What follows belongs to an exercise in optimizing a design on an open flow for small area and a short achievable clock period; a production flow would make more cautious choices. The RTL was checked by simulation tests, not by an equivalence proof against the original design. Power figures rest on the tool's default switching activity, not on a simulated workload.

==> violet: inputs <==
==> flow/design.v <==
`default_nettype none
package dma_rd_pkg;
  localparam int num_ch         = 3;
  localparam int addr_w         = 32;
  localparam int data_w         = 64;
  localparam int id_w           = 4;
  localparam int link_depth_log = 1;
  localparam int pkt_depth_log  = 4;
  localparam logic [7:0] burst_len  = 8'd2;
  localparam logic [2:0] beat_size  = 3'd3;
  localparam logic [1:0] burst_incr = 2'b01;
  localparam logic [1:0] resp_okay   = 2'b00;
  localparam logic [1:0] resp_exokay = 2'b01;
  typedef logic [addr_w-1:0] addr_t;
  typedef logic [data_w-1:0] data_t;
  typedef logic [id_w-1:0]   axi_id_t;
  typedef logic [7:0]        frag_cnt_t;
  typedef logic [7:0]        frag_code_t;
  typedef logic [15:0]       ctrl_word_t;
  typedef logic [num_ch-1:0] ch_mask_t;
  localparam frag_code_t frag_start = 8'h09;
  localparam frag_code_t frag_mid   = 8'h0b;
  localparam frag_code_t frag_end   = 8'h0d;
  typedef enum logic [1:0] {chan_free, chan_head, chan_link} chan_state_t;
  typedef enum logic {ar_idle, ar_wait} ar_state_t;
endpackage
`default_nettype wire
`timescale 1ns/1ps
`default_nettype none
module rd_aoi222 (
  input  logic a0, a1, b0, b1, c0, c1,
  output logic y
);
  assign y = ~((a0 & a1) | (b0 & b1) | (c0 & c1));
endmodule
module rd_a21oi (
  input  logic a1, a2, b1,
  output logic y
);
  assign y = ~((a1 & a2) | b1);
endmodule
module rd_nand2 (
  input  logic a, b,
  output logic y
);
  assign y = ~(a & b);
endmodule
module rd_dec3 #(
  parameter logic [2:0] pat = 3'b000
) (
  input  logic [2:0] x,
  output logic       y
);
  assign y = (x == pat);
endmodule
module rd_inv (
  input  logic a,
  output logic y
);
  assign y = ~a;
endmodule
module rd_a221oi (
  input  logic a1, a2, b1, b2, c1,
  output logic y
);
  assign y = ~((a1 & a2) | (b1 & b2) | c1);
endmodule
module rd_nand3 (
  input  logic a, b, c,
  output logic y
);
  assign y = ~(a & b & c);
endmodule
module sync_fifo #(
  parameter int width     = 8,
  parameter int depth_log = 4
) (
  input  logic             clks,
  input  logic             rst_n,
  input  logic             push,
  input  logic             pop,
  input  logic [width-1:0] din,
  output logic [width-1:0] dout,
  output logic             full,
  output logic             empty,
  output logic [width-1:0] head_d,
  output logic             head_ld
);
  localparam int depth  = 16;
  localparam int adepth = depth - 1;
  logic [width-1:0]  head;
  logic [width-1:0]  mem [adepth];
  logic [3:0]        wptr;
  logic [3:0]        rptr;
  logic [adepth-1:0] asel;
  logic [4:0]        cnt;
  logic [4:0]        cnt_nx;
  logic              le1;
  logic              do_pop;
  logic              to_arr;
  logic              arr_pop;
  if (depth_log != 4) begin : g_bad_depth
    $error("sync_fifo supports depth_log 4 only");
  end
  assign do_pop  = pop & ~empty;
  assign to_arr  = push & ~le1 | push & ~do_pop & ~empty;
  assign arr_pop = do_pop & ~le1;
  always_comb begin
    for (int i = 0; i < adepth; i++) begin
      asel[i] = (rptr == 4'(i)) & ~le1;
    end
  end
  for (genvar b = 0; b < width; b++) begin : g_rd
    logic [5:0] y;
    logic [1:0] n;
    for (genvar g = 0; g < 5; g++) begin : g_aoi
      rd_aoi222 u_aoi (
        .a0 (asel[3*g]),   .a1 (mem[3*g][b]),
        .b0 (asel[3*g+1]), .b1 (mem[3*g+1][b]),
        .c0 (asel[3*g+2]), .c1 (mem[3*g+2][b]),
        .y  (y[g])
      );
    end
    assign y[5] = ~(le1 & din[b]);
    rd_nand3 u_n0 (.a(y[0]), .b(y[1]), .c(y[2]), .y(n[0]));
    rd_nand3 u_n1 (.a(y[3]), .b(y[4]), .c(y[5]), .y(n[1]));
    assign head_d[b] = n[0] | n[1];
  end
  assign head_ld = empty | pop;
  assign dout    = head;
  always_ff @(posedge clks) begin
    if (head_ld) begin
      head <= head_d;
    end
  end
  always_ff @(posedge clks) begin
    for (int i = 0; i < adepth; i++) begin
      if (wptr == 4'(i) && !full) begin
        mem[i] <= din;
      end
    end
  end
  always_comb begin
    cnt_nx = cnt;
    if (push && !do_pop) begin
      cnt_nx = cnt + 1'b1;
    end else if (do_pop && !push) begin
      cnt_nx = cnt - 1'b1;
    end
  end
  always_ff @(posedge clks or negedge rst_n) begin
    if (!rst_n) begin
      wptr  <= '0;
      rptr  <= '0;
      cnt   <= '0;
      empty <= 1'b1;
      le1   <= 1'b1;
      full  <= 1'b0;
    end else begin
      if (to_arr) begin
        wptr <= (wptr == 4'(adepth - 1)) ? '0 : wptr + 1'b1;
      end
      if (arr_pop) begin
        rptr <= (rptr == 4'(adepth - 1)) ? '0 : rptr + 1'b1;
      end
      cnt   <= cnt_nx;
      empty <= (cnt_nx == '0);
      le1   <= (cnt_nx <= 5'd1);
      full  <= (cnt_nx == 5'(depth));
    end
  end
endmodule
`default_nettype wire
`timescale 1ns/1ps
`default_nettype none
module dma_rd_top (
  input  logic                                           clks,
  input  logic                                           rst_n,
  input  logic                                           desc_empty,
  input  dma_rd_pkg::addr_t                              desc_addr,
  output logic                                           desc_pop,
  output logic                                           arvalid,
  output dma_rd_pkg::addr_t                              araddr,
  output dma_rd_pkg::axi_id_t                            arid,
  output logic [7:0]                                     arlen,
  output logic [2:0]                                     arsize,
  output logic [1:0]                                     arburst,
  input  logic                                           arready,
  input  logic                                           rvalid,
  input  dma_rd_pkg::data_t                              rdata,
  input  dma_rd_pkg::axi_id_t                            rid,
  input  logic [1:0]                                     rresp,
  input  logic                                           rlast,
  output logic                                           rready,
  output dma_rd_pkg::data_t [dma_rd_pkg::num_ch-1:0]      pkt_data,
  output dma_rd_pkg::ch_mask_t                           pkt_empty,
  input  dma_rd_pkg::ch_mask_t                           pkt_pop,
  output dma_rd_pkg::ctrl_word_t [dma_rd_pkg::num_ch-1:0] pkt_ctrl,
  output dma_rd_pkg::ch_mask_t                           pkt_ctrl_empty,
  input  dma_rd_pkg::ch_mask_t                           pkt_ctrl_pop
);
  localparam int nch = dma_rd_pkg::num_ch;
  logic [nch-1:0] ch_out;
  logic [nch-1:0] ch_ring;
  logic [nch-1:0] is_free;
  logic [nch-1:0] link_rdy;
  logic [nch-1:0] req;
  logic [nch-1:0] gnt_f;
  logic [nch-1:0] gnt_l;
  logic [nch-1:0] gnt;
  logic [1:0]     last_id;
  logic [nch-1:0] pick;
  logic [1:0]     pick_id;
  logic           arv;
  logic           arv_f;
  logic           ar_fire;
  dma_rd_pkg::addr_t head [nch];
  dma_rd_pkg::addr_t link [nch];
  logic [1:0]        dcnt [nch];
  logic [7:0]        rd_cnt [nch];
  logic [nch-1:0]    rd_first;
  logic [nch-1:0] hit;
  logic [nch-1:0] eq;
  logic [nch-1:0] pkt_full;
  logic [nch-1:0] ctrl_full;
  logic [nch-1:0] pkt_push;
  logic [nch-1:0] ctrl_push;
  logic           resp_ok;
  logic [1:0]     arid_r;
  logic [2:0]     ctrl_din [nch];
  logic [2:0]     ctrl_dout [nch];
  logic [7:0]     cnt_out [nch];
  logic [2:0]     ctrl_hd [nch];
  logic [nch-1:0] ctrl_hld;
  assign is_free  = ~ch_out & ~ch_ring;
  assign link_rdy = ~ch_out & ch_ring;
  assign req      = (is_free & {nch{~desc_empty}}) | link_rdy;
  assign gnt      = gnt_f | gnt_l;
  always_comb begin
    pick    = '0;
    pick_id = '0;
    case (last_id)
      2'd0: begin
        if (req[1])      begin pick = 3'b010; pick_id = 2'd1; end
        else if (req[2]) begin pick = 3'b100; pick_id = 2'd2; end
        else if (req[0]) begin pick = 3'b001; pick_id = 2'd0; end
      end
      2'd1: begin
        if (req[2])      begin pick = 3'b100; pick_id = 2'd2; end
        else if (req[0]) begin pick = 3'b001; pick_id = 2'd0; end
        else if (req[1]) begin pick = 3'b010; pick_id = 2'd1; end
      end
      default: begin
        if (req[0])      begin pick = 3'b001; pick_id = 2'd0; end
        else if (req[1]) begin pick = 3'b010; pick_id = 2'd1; end
        else if (req[2]) begin pick = 3'b100; pick_id = 2'd2; end
      end
    endcase
  end
  assign ar_fire = arv & arready;
  always_ff @(posedge clks or negedge rst_n) begin
    if (!rst_n) begin
      gnt_f   <= '0;
      gnt_l   <= '0;
      last_id <= 2'd2;
      arv     <= 1'b0;
      arv_f   <= 1'b0;
      arid_r  <= '0;
    end else begin
      if (ar_fire) begin
        gnt_f <= '0;
        gnt_l <= '0;
      end else if (gnt == '0 && pick != '0) begin
        gnt_f   <= pick & is_free;
        gnt_l   <= pick & ~is_free;
        last_id <= pick_id;
        arid_r  <= pick_id;
      end
      if (ar_fire) begin
        arv   <= 1'b0;
        arv_f <= 1'b0;
      end else if (gnt != '0) begin
        arv   <= 1'b1;
        arv_f <= |gnt_f;
      end
    end
  end
  dma_rd_pkg::addr_t ar_addr;
  always_ff @(posedge clks) begin
    if (!arv) begin
      ar_addr <= ({32{|gnt_f}} & desc_addr) | ({32{gnt_l[0]}} & link[0])
               | ({32{gnt_l[1]}} & link[1]) | ({32{gnt_l[2]}} & link[2]);
    end
  end
  assign araddr = ar_addr;
  assign arvalid  = arv;
  assign arid     = {2'b00, arid_r};
  assign arlen    = dma_rd_pkg::burst_len;
  assign arsize   = dma_rd_pkg::beat_size;
  assign arburst  = dma_rd_pkg::burst_incr;
  assign desc_pop = arv_f & arready;
  always_comb begin
    for (int i = 0; i < nch; i++) begin
      hit[i] = (rid == dma_rd_pkg::axi_id_t'(i));
    end
  end
  logic [5:0] rr_sel;
  logic [5:0] rr_full;
  logic [5:0] rr_t;
  logic [1:0] rr_n;
  logic       rr_g;
  assign rr_full = {ctrl_full, pkt_full};
  for (genvar j = 0; j < 6; j++) begin : g_rr
    rd_dec3 #(.pat(3'((j / 3) * 4 + (j % 3)))) u_dec (
      .x ({rlast, rid[1:0]}),
      .y (rr_sel[j])
    );
    rd_nand2 u_t (.a(rr_sel[j]), .b(rr_full[j]), .y(rr_t[j]));
  end
  rd_nand3 u_rr_n0 (.a(rr_t[0]), .b(rr_t[1]), .c(rr_t[2]), .y(rr_n[0]));
  rd_nand3 u_rr_n1 (.a(rr_t[3]), .b(rr_t[4]), .c(rr_t[5]), .y(rr_n[1]));
  rd_dec3 #(.pat(3'b000)) u_rr_g (.x({rresp[1], rid[3], rid[2]}), .y(rr_g));
  logic rr_vn;
  rd_inv u_rr_vn (.a(rvalid), .y(rr_vn));
  rd_a221oi u_rr_out (.a1(rr_g), .a2(rr_n[0]), .b1(rr_g), .b2(rr_n[1]), .c1(rr_vn), .y(rready));
  assign resp_ok = ~rresp[1];
  assign pkt_push  = {nch{rvalid & resp_ok & ~rlast}} & hit & ~pkt_full;
  assign ctrl_push = {nch{rvalid & resp_ok &  rlast}} & hit & ~ctrl_full;
  for (genvar c = 0; c < nch; c++) begin : g_ch
    assign eq[c] = (rdata[31:0] == head[c]);
    always_ff @(posedge clks or negedge rst_n) begin
      if (!rst_n) begin
        ch_out[c]   <= 1'b0;
        ch_ring[c]  <= 1'b0;
        dcnt[c]     <= '0;
      end else begin
        if (gnt[c] & ar_fire) begin
          ch_out[c] <= 1'b1;
        end else if (ctrl_push[c]) begin
          ch_out[c]  <= 1'b0;
          ch_ring[c] <= ~eq[c];
        end
        if (ctrl_push[c]) begin
          dcnt[c] <= '0;
        end else if (pkt_push[c]) begin
          dcnt[c] <= dcnt[c] + 1'b1;
        end
      end
    end
    always_ff @(posedge clks) begin
      if (gnt_f[c]) begin
        head[c] <= desc_addr;
      end
    end
    always_ff @(posedge clks) begin
      if (ch_out[c]) begin
        link[c] <= rdata[31:0];
      end
    end
    assign ctrl_din[c] = {dcnt[c], eq[c]};
    always_ff @(posedge clks or negedge rst_n) begin
      if (!rst_n) begin
        rd_cnt[c]   <= '0;
        rd_first[c] <= 1'b1;
      end else if (pkt_ctrl_pop[c] & ~pkt_ctrl_empty[c]) begin
        rd_cnt[c]   <= ctrl_dout[c][0] ? 8'd0 : cnt_out[c];
        rd_first[c] <= ctrl_dout[c][0];
      end
    end
    always_ff @(posedge clks) begin
      if (ctrl_hld[c]) begin
        cnt_out[c] <= ((pkt_ctrl_pop[c] & ~pkt_ctrl_empty[c]) ?
                         (ctrl_dout[c][0] ? 8'd0 : cnt_out[c]) : rd_cnt[c])
                      + 8'(ctrl_hd[c][2:1]);
      end
    end
    sync_fifo #(
      .width     (dma_rd_pkg::data_w),
      .depth_log (dma_rd_pkg::pkt_depth_log)
    ) pkt_fifo (
      .clks    (clks),
      .rst_n   (rst_n),
      .push    (pkt_push[c]),
      .pop     (pkt_pop[c]),
      .din     (rdata),
      .dout    (pkt_data[c]),
      .full    (pkt_full[c]),
      .empty   (pkt_empty[c]),
      .head_d  (),
      .head_ld ()
    );
    sync_fifo #(
      .width     (3),
      .depth_log (dma_rd_pkg::pkt_depth_log)
    ) ctrl_fifo (
      .clks    (clks),
      .rst_n   (rst_n),
      .push    (ctrl_push[c]),
      .pop     (pkt_ctrl_pop[c]),
      .din     (ctrl_din[c]),
      .dout    (ctrl_dout[c]),
      .full    (ctrl_full[c]),
      .empty   (pkt_ctrl_empty[c]),
      .head_d  (ctrl_hd[c]),
      .head_ld (ctrl_hld[c])
    );
    assign pkt_ctrl[c] = {cnt_out[c], 4'b0000, 1'b1, ctrl_dout[c][0],
                          ~ctrl_dout[c][0] & ~rd_first[c], 1'b1};
  end
endmodule
`default_nettype wire
==> flow/run.sh <==
#!/bin/bash
# synth_recipe.tcl (not shown) runs the flow's synth.tcl, then flattens the netlist and writes it again
# the make line also repeats each setting of config.mk as NAME=value (left out here)
make -C /OpenROAD-flow-scripts/flow DESIGN_CONFIG=/design/flow/config.mk WORK_HOME=/design/flow/orfs CLKGATE_MAP_FILE= SYNTH_SCRIPT=/design/flow/synth_recipe.tcl finish
==> flow/config.mk <==
export PLATFORM = sky130hd
export DESIGN_NAME = dma_rd_top
export DESIGN_NICKNAME = dma_rd_top
export VERILOG_FILES = /design/flow/design.v
export SDC_FILE = /design/flow/constraint.sdc
export NUM_CORES = 4
export LEC_CHECK = 0
export CAP_MARGIN = 20
export CORE_MARGIN = 2
export CORE_UTILIZATION = 65
export CTS_CLUSTER_DIAMETER = 100
export CTS_CLUSTER_SIZE = 30
export PLACE_DENSITY = 0.75
export SETUP_SLACK_MARGIN = 4.3
export SLEW_MARGIN = 20
export SYNTH_HIERARCHICAL = 1
export SYNTH_MINIMUM_KEEP_SIZE = 0
==> flow/constraint.sdc <==
create_clock -name core_clock -period 8.0 [get_ports {clks}]
set_input_delay 1.6000 -clock core_clock [delete_from_list [all_inputs] [get_ports {clks}]]
set_output_delay 1.6000 -clock core_clock [all_outputs]
set_load 0.01 [all_outputs]
==> yarrow (differences from violet) <==
--- a/flow/design.v
+++ b/flow/design.v
@@ -27,50 +27,6 @@
 `default_nettype wire
 `timescale 1ns/1ps
 `default_nettype none
-module rd_aoi222 (
-  input  logic a0, a1, b0, b1, c0, c1,
-  output logic y
-);
-  assign y = ~((a0 & a1) | (b0 & b1) | (c0 & c1));
-endmodule
-module rd_a21oi (
-  input  logic a1, a2, b1,
-  output logic y
-);
-  assign y = ~((a1 & a2) | b1);
-endmodule
-module rd_nand2 (
-  input  logic a, b,
-  output logic y
-);
-  assign y = ~(a & b);
-endmodule
-module rd_dec3 #(
-  parameter logic [2:0] pat = 3'b000
-) (
-  input  logic [2:0] x,
-  output logic       y
-);
-  assign y = (x == pat);
-endmodule
-module rd_inv (
-  input  logic a,
-  output logic y
-);
-  assign y = ~a;
-endmodule
-module rd_a221oi (
-  input  logic a1, a2, b1, b2, c1,
-  output logic y
-);
-  assign y = ~((a1 & a2) | (b1 & b2) | c1);
-endmodule
-module rd_nand3 (
-  input  logic a, b, c,
-  output logic y
-);
-  assign y = ~(a & b & c);
-endmodule
 module sync_fifo #(
   parameter int width     = 8,
   parameter int depth_log = 4
@@ -86,47 +42,23 @@
   output logic [width-1:0] head_d,
   output logic             head_ld
 );
-  localparam int depth  = 16;
+  localparam int depth  = 2**depth_log;
   localparam int adepth = depth - 1;
-  logic [width-1:0]  head;
-  logic [width-1:0]  mem [adepth];
-  logic [3:0]        wptr;
-  logic [3:0]        rptr;
-  logic [adepth-1:0] asel;
-  logic [4:0]        cnt;
-  logic [4:0]        cnt_nx;
-  logic              le1;
-  logic              do_pop;
-  logic              to_arr;
-  logic              arr_pop;
-  if (depth_log != 4) begin : g_bad_depth
-    $error("sync_fifo supports depth_log 4 only");
-  end
+  logic [width-1:0]     head;
+  logic [width-1:0]     mem [adepth];
+  logic [depth_log-1:0] wptr;
+  logic [depth_log-1:0] rptr;
+  logic [depth_log:0]   cnt;
+  logic [depth_log:0]   cnt_nx;
+  logic                 le1;
+  logic                 do_pop;
+  logic                 to_arr;
+  logic                 arr_pop;
   assign do_pop  = pop & ~empty;
   assign to_arr  = push & ~le1 | push & ~do_pop & ~empty;
   assign arr_pop = do_pop & ~le1;
-  always_comb begin
-    for (int i = 0; i < adepth; i++) begin
-      asel[i] = (rptr == 4'(i)) & ~le1;
-    end
-  end
-  for (genvar b = 0; b < width; b++) begin : g_rd
-    logic [5:0] y;
-    logic [1:0] n;
-    for (genvar g = 0; g < 5; g++) begin : g_aoi
-      rd_aoi222 u_aoi (
-        .a0 (asel[3*g]),   .a1 (mem[3*g][b]),
-        .b0 (asel[3*g+1]), .b1 (mem[3*g+1][b]),
-        .c0 (asel[3*g+2]), .c1 (mem[3*g+2][b]),
-        .y  (y[g])
-      );
-    end
-    assign y[5] = ~(le1 & din[b]);
-    rd_nand3 u_n0 (.a(y[0]), .b(y[1]), .c(y[2]), .y(n[0]));
-    rd_nand3 u_n1 (.a(y[3]), .b(y[4]), .c(y[5]), .y(n[1]));
-    assign head_d[b] = n[0] | n[1];
-  end
   assign head_ld = empty | pop;
+  assign head_d  = le1 ? din : mem[rptr];
   assign dout    = head;
   always_ff @(posedge clks) begin
     if (head_ld) begin
@@ -135,7 +67,7 @@
   end
   always_ff @(posedge clks) begin
     for (int i = 0; i < adepth; i++) begin
-      if (wptr == 4'(i) && !full) begin
+      if (wptr == depth_log'(i) && !full) begin
         mem[i] <= din;
       end
     end
@@ -158,15 +90,15 @@
       full  <= 1'b0;
     end else begin
       if (to_arr) begin
-        wptr <= (wptr == 4'(adepth - 1)) ? '0 : wptr + 1'b1;
+        wptr <= (wptr == depth_log'(adepth - 1)) ? '0 : wptr + 1'b1;
       end
       if (arr_pop) begin
-        rptr <= (rptr == 4'(adepth - 1)) ? '0 : rptr + 1'b1;
+        rptr <= (rptr == depth_log'(adepth - 1)) ? '0 : rptr + 1'b1;
       end
       cnt   <= cnt_nx;
       empty <= (cnt_nx == '0);
-      le1   <= (cnt_nx <= 5'd1);
-      full  <= (cnt_nx == 5'(depth));
+      le1   <= (cnt_nx <= 1);
+      full  <= (cnt_nx == (depth_log+1)'(depth));
     end
   end
 endmodule
@@ -226,7 +158,7 @@
   logic [nch-1:0] pkt_push;
   logic [nch-1:0] ctrl_push;
   logic           resp_ok;
-  logic [1:0]     arid_r;
+  logic           overflow;
   logic [2:0]     ctrl_din [nch];
   logic [2:0]     ctrl_dout [nch];
   logic [7:0]     cnt_out [nch];
@@ -265,7 +197,6 @@
       last_id <= 2'd2;
       arv     <= 1'b0;
       arv_f   <= 1'b0;
-      arid_r  <= '0;
     end else begin
       if (ar_fire) begin
         gnt_f <= '0;
@@ -274,7 +205,6 @@
         gnt_f   <= pick & is_free;
         gnt_l   <= pick & ~is_free;
         last_id <= pick_id;
-        arid_r  <= pick_id;
       end
       if (ar_fire) begin
         arv   <= 1'b0;
@@ -285,16 +215,14 @@
       end
     end
   end
-  dma_rd_pkg::addr_t ar_addr;
-  always_ff @(posedge clks) begin
-    if (!arv) begin
-      ar_addr <= ({32{|gnt_f}} & desc_addr) | ({32{gnt_l[0]}} & link[0])
-               | ({32{gnt_l[1]}} & link[1]) | ({32{gnt_l[2]}} & link[2]);
+  always_comb begin
+    araddr = '0;
+    for (int i = 0; i < nch; i++) begin
+      araddr = araddr | ({32{gnt_f[i]}} & head[i]) | ({32{gnt_l[i]}} & link[i]);
     end
   end
-  assign araddr = ar_addr;
   assign arvalid  = arv;
-  assign arid     = {2'b00, arid_r};
+  assign arid     = {2'b00, gnt[2], gnt[1]};
   assign arlen    = dma_rd_pkg::burst_len;
   assign arsize   = dma_rd_pkg::beat_size;
   assign arburst  = dma_rd_pkg::burst_incr;
@@ -304,26 +232,9 @@
       hit[i] = (rid == dma_rd_pkg::axi_id_t'(i));
     end
   end
-  logic [5:0] rr_sel;
-  logic [5:0] rr_full;
-  logic [5:0] rr_t;
-  logic [1:0] rr_n;
-  logic       rr_g;
-  assign rr_full = {ctrl_full, pkt_full};
-  for (genvar j = 0; j < 6; j++) begin : g_rr
-    rd_dec3 #(.pat(3'((j / 3) * 4 + (j % 3)))) u_dec (
-      .x ({rlast, rid[1:0]}),
-      .y (rr_sel[j])
-    );
-    rd_nand2 u_t (.a(rr_sel[j]), .b(rr_full[j]), .y(rr_t[j]));
-  end
-  rd_nand3 u_rr_n0 (.a(rr_t[0]), .b(rr_t[1]), .c(rr_t[2]), .y(rr_n[0]));
-  rd_nand3 u_rr_n1 (.a(rr_t[3]), .b(rr_t[4]), .c(rr_t[5]), .y(rr_n[1]));
-  rd_dec3 #(.pat(3'b000)) u_rr_g (.x({rresp[1], rid[3], rid[2]}), .y(rr_g));
-  logic rr_vn;
-  rd_inv u_rr_vn (.a(rvalid), .y(rr_vn));
-  rd_a221oi u_rr_out (.a1(rr_g), .a2(rr_n[0]), .b1(rr_g), .b2(rr_n[1]), .c1(rr_vn), .y(rready));
-  assign resp_ok = ~rresp[1];
+  assign resp_ok  = ~rresp[1];
+  assign overflow = resp_ok & (|(hit & (rlast ? ctrl_full : pkt_full)));
+  assign rready   = rvalid & ~overflow;
   assign pkt_push  = {nch{rvalid & resp_ok & ~rlast}} & hit & ~pkt_full;
   assign ctrl_push = {nch{rvalid & resp_ok &  rlast}} & hit & ~ctrl_full;
   for (genvar c = 0; c < nch; c++) begin : g_ch
- CORE_UTILIZATION: 65 -> 60
- CTS_CLUSTER_DIAMETER: 100 -> 120
- PLACE_DENSITY: 0.75 -> 0.72
- SETUP_SLACK_MARGIN: 4.3 -> 4.0
- SYNTH_HIERARCHICAL: 1 -> unset
- SYNTH_MINIMUM_KEEP_SIZE: 0 -> unset
==> comparison table <==
Number of buffers created by CTS: violet 139; yarrow 137
Cell Area, Placed: violet 0.1380 mm^2; yarrow 0.1395 mm^2
Shortest clock period the worst path allows after layout: violet 4063 ps; yarrow 4217 ps
Cell area after synthesis: violet 0.1294 mm^2; yarrow 0.1321 mm^2
Total power per unit cell area: violet 320.8 mW/mm^2; yarrow 321.9 mW/mm^2
Critical path startpoint: violet rid[1]; yarrow rid[0]
Cell row count: violet 163; yarrow 172
Result of the run: violet no timing/DRC/antenna violations; yarrow no timing/DRC/antenna violations
Gate count after technology mapping: violet 6684; yarrow 7723
Fmax achieved: violet 246.1 MHz; yarrow 237.1 MHz
Power in combinational cells: violet 12400 uW; yarrow 13200 uW
Total via count after detailed routing: violet 72630; yarrow 78150
Data arrival time at the worst-slack endpoint: violet 2460 ps; yarrow 2620 ps
Relative contribution of combinational cells to total power: violet 0.272; yarrow 0.285
Warnings, synthesis: violet 27; yarrow 19
All-layer global routing usage: violet 0.3234; yarrow 0.3363

[separate check: timing with driven ports]
In the flow no input, the clock included, has a driving cell. The finished layouts below were timed again as built, in two steps.
Step 1, drivers: a clkbuf_16 drives clks and a buf_2 each remaining input, both assumed.
Step 2 moves the port delays by t, midway between the first and last clock arrival at a register: inputs arrive t later, outputs are due t later. That takes back most of the time a late clock gives input paths.
Slacks: no drivers / after step 1 / after step 2; pairs: no drivers / after step 1.
run	t, ns	slack for setup (ns)	worst hold slack (ns)	worst data-port slew with drivers (ns)
violet	0.936	3.937 / 3.887 / 3.491	0.522 / 0.522 / 0.522	0.21
yarrow	0.946	3.783 / 3.713 / 3.312	0.471 / 0.471 / 0.471	0.23
After both steps setup and hold are still met in every run listed. The setup slack of yarrow, which loses most, moves by -0.070 ns with the drivers and by -0.471 ns with both steps.
